Context: an optimization exercise on an open-source flow, tuned for small area and a short achievable clock period. The choices shown serve that exercise and are no tape-out recipe. At most, simulation tests tie the RTL to the original design; equivalence was not proved. Power is estimated from default activity; no workload was simulated.

==> flow/design.v <==
module fir_filter (
   input  logic               clk,
   input  logic               rst,
   input  logic signed [15:0] inp,
   output logic signed [39:0] outp
);
   localparam logic [23:0] G_RESET = 24'hFF8000;    
   localparam logic [23:0] G_CONST = 24'hEF0001;
   logic signed [15:0] line [15];
   logic signed [16:0] d;
   logic        [23:0] gs, gc;
   logic        [23:0] ys, yc;
   logic signed [23:0] y;
   logic        [3:0]  cnt;     
   logic               v13;     
   logic        [23:0] xo, do16, nlo, gk;
   logic        [23:0] gs1, gc1, gs2, gc2, gs3, gc3;
   logic        [23:0] ys1, yc1, ys2, yc2, ys3, yc3;
   logic signed [15:0] m13;
   always_comb begin
      xo   = {8'd0, ~inp[15], inp[14:0]};                      
      do16 = {3'd0, ~d[16], d[15:0], 4'd0};                    
      nlo  = {8'd0, line[14][15], ~line[14][14:0]};           
      gk   = G_CONST;
      gs1 = gs ^ gc ^ do16;
      gc1 = ((gs & gc) | (gs & do16) | (gc & do16)) << 1;
      gs2 = gs1 ^ gc1 ^ nlo;
      gc2 = (((gs1 & gc1) | (gs1 & nlo) | (gc1 & nlo)) << 1) | (gk & 24'd1);
      gs3 = gs2 ^ gc2 ^ (xo | (gk & ~24'd1)) ;
      gc3 = ((gs2 & gc2) | (gs2 & (xo | (gk & ~24'd1))) | (gc2 & (xo | (gk & ~24'd1)))) << 1;
      ys1 = ys ^ yc ^ gs;
      yc1 = ((ys & yc) | (ys & gs) | (yc & gs)) << 1;
      ys2 = ys1 ^ yc1 ^ gc;
      yc2 = ((ys1 & yc1) | (ys1 & gc) | (yc1 & gc)) << 1;
      ys3 = ys2 ^ yc2 ^ xo;
      yc3 = ((ys2 & yc2) | (ys2 & xo) | (yc2 & xo)) << 1;
      m13 = v13 ? line[13] : 16'sd0;
   end
   always_ff @(posedge clk) begin
      line[0] <= inp;
      for (int k = 1; k < 14; k++) line[k] <= line[k-1];
      if (rst) begin
         line[14] <= 16'sd0;
         d        <= 17'sd0;
         gs       <= G_RESET;
         gc       <= 24'd0;
         ys       <= 24'd0;
         yc       <= 24'd0;
         y        <= 24'sd0;
         cnt      <= 4'd0;
         v13      <= 1'b0;
      end else begin
         line[14] <= m13;
         d        <= 17'(line[14]) - 17'(m13);
         gs       <= gs3;
         gc       <= gc3;
         ys       <= ys3;
         yc       <= yc3;
         y        <= ys + yc;
         if (cnt != 4'd15) cnt <= cnt + 4'd1;
         v13      <= (cnt >= 4'd13);
      end
   end
   assign outp = 40'(y);
endmodule
Settings: LEC_CHECK=0, CAP_MARGIN=20, CORE_MARGIN=2, CORE_UTILIZATION=40, CTS_BUF_LIST=sky130_fd_sc_hd__clkbuf_16, CTS_CLUSTER_DIAMETER=80, CTS_CLUSTER_SIZE=24, SETUP_SLACK_MARGIN=3.9, SLEW_MARGIN=20; clock period 6.0 ns.
run.sh (not shown) runs the stock make flow with config.mk's settings and CLKGATE_MAP_FILE= SYNTH_SCRIPT=/design/flow/synth_recipe.tcl, a recipe that flattens the netlist after the stock synthesis.
Rerun with:
==> flow/design.v (replaced) <==
module fir_filter (
   input  logic               clk,
   input  logic               rst,
   input  logic signed [15:0] inp,
   output logic signed [39:0] outp
);
   logic signed [15:0] line [16];
   logic signed [16:0] d;
   logic        [23:0] gs, gc;
   logic        [23:0] ys, yc;
   logic signed [23:0] y;
   logic        [3:0]  cnt;     
   logic               v13;     
   logic        [23:0] x_e, d16_e, nt14_e;
   logic        [23:0] gs1, gc1, gs2, gc2, gs3, gc3;
   logic        [23:0] ys1, yc1, ys2, yc2, ys3, yc3;
   always_comb begin
      x_e    = {{8{inp[15]}}, inp};
      d16_e  = {{3{d[16]}}, d, 4'd0};
      nt14_e = ~{{8{line[14][15]}}, line[14]};    
      gs1 = gs ^ gc ^ d16_e;
      gc1 = ((gs & gc) | (gs & d16_e) | (gc & d16_e)) << 1;
      gs2 = gs1 ^ gc1 ^ nt14_e;
      gc2 = (((gs1 & gc1) | (gs1 & nt14_e) | (gc1 & nt14_e)) << 1) | 24'd1;
      gs3 = gs2 ^ gc2 ^ x_e;
      gc3 = ((gs2 & gc2) | (gs2 & x_e) | (gc2 & x_e)) << 1;
      ys1 = ys ^ yc ^ gs;
      yc1 = ((ys & yc) | (ys & gs) | (yc & gs)) << 1;
      ys2 = ys1 ^ yc1 ^ gc;
      yc2 = ((ys1 & yc1) | (ys1 & gc) | (yc1 & gc)) << 1;
      ys3 = ys2 ^ yc2 ^ x_e;
      yc3 = ((ys2 & yc2) | (ys2 & x_e) | (yc2 & x_e)) << 1;
   end
   always_ff @(posedge clk) begin
      for (int k = 1; k < 14; k++) line[k] <= line[k-1];
      if (rst) begin
         line[0]  <= 16'sd0;
         line[14] <= 16'sd0;
         line[15] <= 16'sd0;
         d        <= 17'sd0;
         gs       <= 24'd0;
         gc       <= 24'd0;
         ys       <= 24'd0;
         yc       <= 24'd0;
         y        <= 24'sd0;
         cnt      <= 4'd0;
         v13      <= 1'b0;
      end else begin
         line[0]  <= inp;
         line[14] <= v13 ? line[13] : 16'sd0;
         line[15] <= line[14];
         d        <= 17'(line[14]) - 17'(v13 ? line[13] : 16'sd0);
         gs       <= gs3;
         gc       <= gc3;
         ys       <= ys3;
         yc       <= yc3;
         y        <= ys + yc;
         if (cnt != 4'd15) cnt <= cnt + 4'd1;
         v13      <= (cnt >= 4'd12);
      end
   end
   assign outp = 40'(y);
endmodule
Outcome: The new run finished clean. Final area shrinks by 0.65%. Clock power fell by 18%. Final cell count came out higher by 2.4%. Die area climbs by 2.4%. Clock-buffer cell count fell by 4. Setup slack gains 0.13 ns. Via count rose by 3.8%. Wire length came out higher by 1.5%.
The RTL of the first run of this note was laid out without a check of its function.

fir_filter, a different RTL version from the one above (not shown whole).
For scale: roughly 330 flip-flops, ~58 I/O pins.
==> module fir_filter, before the edit <==
module fir_filter (
   input  logic               clk,
   input  logic               rst,
   input  logic signed [15:0] inp,
   output logic signed [39:0] outp
);
   logic signed [15:0] line [16];
   logic signed [20:0] kc;
   logic signed [20:0] g;
   logic signed [23:0] y;
   logic        [3:0]  cnt;     
   logic               v13;     
   always_ff @(posedge clk) begin
      for (int k = 1; k < 14; k++) line[k] <= line[k-1];
      if (rst) begin
         line[0]  <= 16'sd0;
         line[14] <= 16'sd0;
         line[15] <= 16'sd0;
         kc       <= 21'sd0;
         g        <= 21'sd0;
         y        <= 24'sd0;
         cnt      <= 4'd0;
         v13      <= 1'b0;
      end else begin
         line[0]  <= inp;
         line[14] <= v13 ? line[13] : 16'sd0;
         line[15] <= line[14];
         kc       <= (21'(line[15]) <<< 4) - (21'(line[14]) <<< 4) - 21'(line[14]);
         g        <= g + 21'(line[0]) + kc;
         y        <= y + 24'(g) + 24'(line[0]);
         if (cnt != 4'd15) cnt <= cnt + 4'd1;
         v13      <= (cnt >= 4'd12);
      end
   end
   assign outp = 40'(y);
endmodule
clock: 6.0 ns
lec_check: 0
cap_margin: 20
core_margin: 2
core_utilization: 40
slew_margin: 20
Edit:
==> flow/design.v (replaced) <==
module fir_filter (
   input  logic               clk,
   input  logic               rst,
   input  logic signed [15:0] inp,
   output logic signed [39:0] outp
);
   logic signed [15:0] line [16];
   logic signed [16:0] d;
   logic        [23:0] gs, gc;
   logic        [23:0] ys, yc;
   logic signed [23:0] y;
   logic        [3:0]  cnt;     
   logic               v13;     
   logic        [23:0] x_e, d16_e, nt14_e;
   logic        [23:0] gs1, gc1, gs2, gc2, gs3, gc3;
   logic        [23:0] ys1, yc1, ys2, yc2, ys3, yc3;
   always_comb begin
      x_e    = {{8{inp[15]}}, inp};
      d16_e  = {{3{d[16]}}, d, 4'd0};
      nt14_e = ~{{8{line[14][15]}}, line[14]};    
      gs1 = gs ^ gc ^ d16_e;
      gc1 = ((gs & gc) | (gs & d16_e) | (gc & d16_e)) << 1;
      gs2 = gs1 ^ gc1 ^ nt14_e;
      gc2 = (((gs1 & gc1) | (gs1 & nt14_e) | (gc1 & nt14_e)) << 1) | 24'd1;
      gs3 = gs2 ^ gc2 ^ x_e;
      gc3 = ((gs2 & gc2) | (gs2 & x_e) | (gc2 & x_e)) << 1;
      ys1 = ys ^ yc ^ gs;
      yc1 = ((ys & yc) | (ys & gs) | (yc & gs)) << 1;
      ys2 = ys1 ^ yc1 ^ gc;
      yc2 = ((ys1 & yc1) | (ys1 & gc) | (yc1 & gc)) << 1;
      ys3 = ys2 ^ yc2 ^ x_e;
      yc3 = ((ys2 & yc2) | (ys2 & x_e) | (yc2 & x_e)) << 1;
   end
   always_ff @(posedge clk) begin
      for (int k = 1; k < 14; k++) line[k] <= line[k-1];
      if (rst) begin
         line[0]  <= 16'sd0;
         line[14] <= 16'sd0;
         line[15] <= 16'sd0;
         d        <= 17'sd0;
         gs       <= 24'd0;
         gc       <= 24'd0;
         ys       <= 24'd0;
         yc       <= 24'd0;
         y        <= 24'sd0;
         cnt      <= 4'd0;
         v13      <= 1'b0;
      end else begin
         line[0]  <= inp;
         line[14] <= v13 ? line[13] : 16'sd0;
         line[15] <= line[14];
         d        <= 17'(line[14]) - 17'(v13 ? line[13] : 16'sd0);
         gs       <= gs3;
         gc       <= gc3;
         ys       <= ys3;
         yc       <= yc3;
         y        <= ys + yc;
         if (cnt != 4'd15) cnt <= cnt + 4'd1;
         v13      <= (cnt >= 4'd12);
      end
   end
   assign outp = 40'(y);
endmodule
Area after synthesis grows by 18%. Utilization shrinks by 0.34 points. Power grows by 47%. Flip-flop and latch count grows by 54. Non-clock buffer count grows by 2. Die area grows by 18%. Wire length grows by 16%.
The RTL of the first run of this note was laid out without a check of its function.

[afterwards: timing with drivers on the ports]
How much do the figures lean on ideal ports? The routed layouts below were timed once more, with nothing changed but the port constraints.
Step 1, drivers: a clkbuf_16 drives clk and a buf_2 each remaining input, both assumed.
Step 2 adds t to the input delays and takes it off the output delays; t is the mean of the earliest and latest rising clock arrival at the registers after step 1. Input paths then give back, and output paths get back, about the clock's delay inside the block.
Slacks: no drivers / after step 1 / after step 2; pairs: no drivers / after step 1.
| run | t, ns | setup slack, ns | hold slack, ns | worst slew at a driven data input, ns |
|---|---|---|---|---|
| the first run of note 1 | 0.577 | 3.532 / 3.532 / 3.360 | 0.316 / 0.316 / 0.316 | 0.03 |
| the second run of note 1 | 0.554 | 3.657 / 3.611 / 3.388 | 0.322 / 0.322 / 0.322 | 0.06 |
| the first run of note 2 | 0.596 | 2.723 / 2.723 / 2.723 | 0.320 / 0.320 / 0.320 | 0.04 |
| the second run of note 2 | 0.560 | 3.081 / 3.033 / 3.121 | 0.322 / 0.322 / 0.322 | 0.05 |
After both steps setup and hold are still met in every run listed. For the second run of note 1, which loses most, drivers alone change the setup slack by -0.046 ns; drivers and shift together by -0.269 ns.
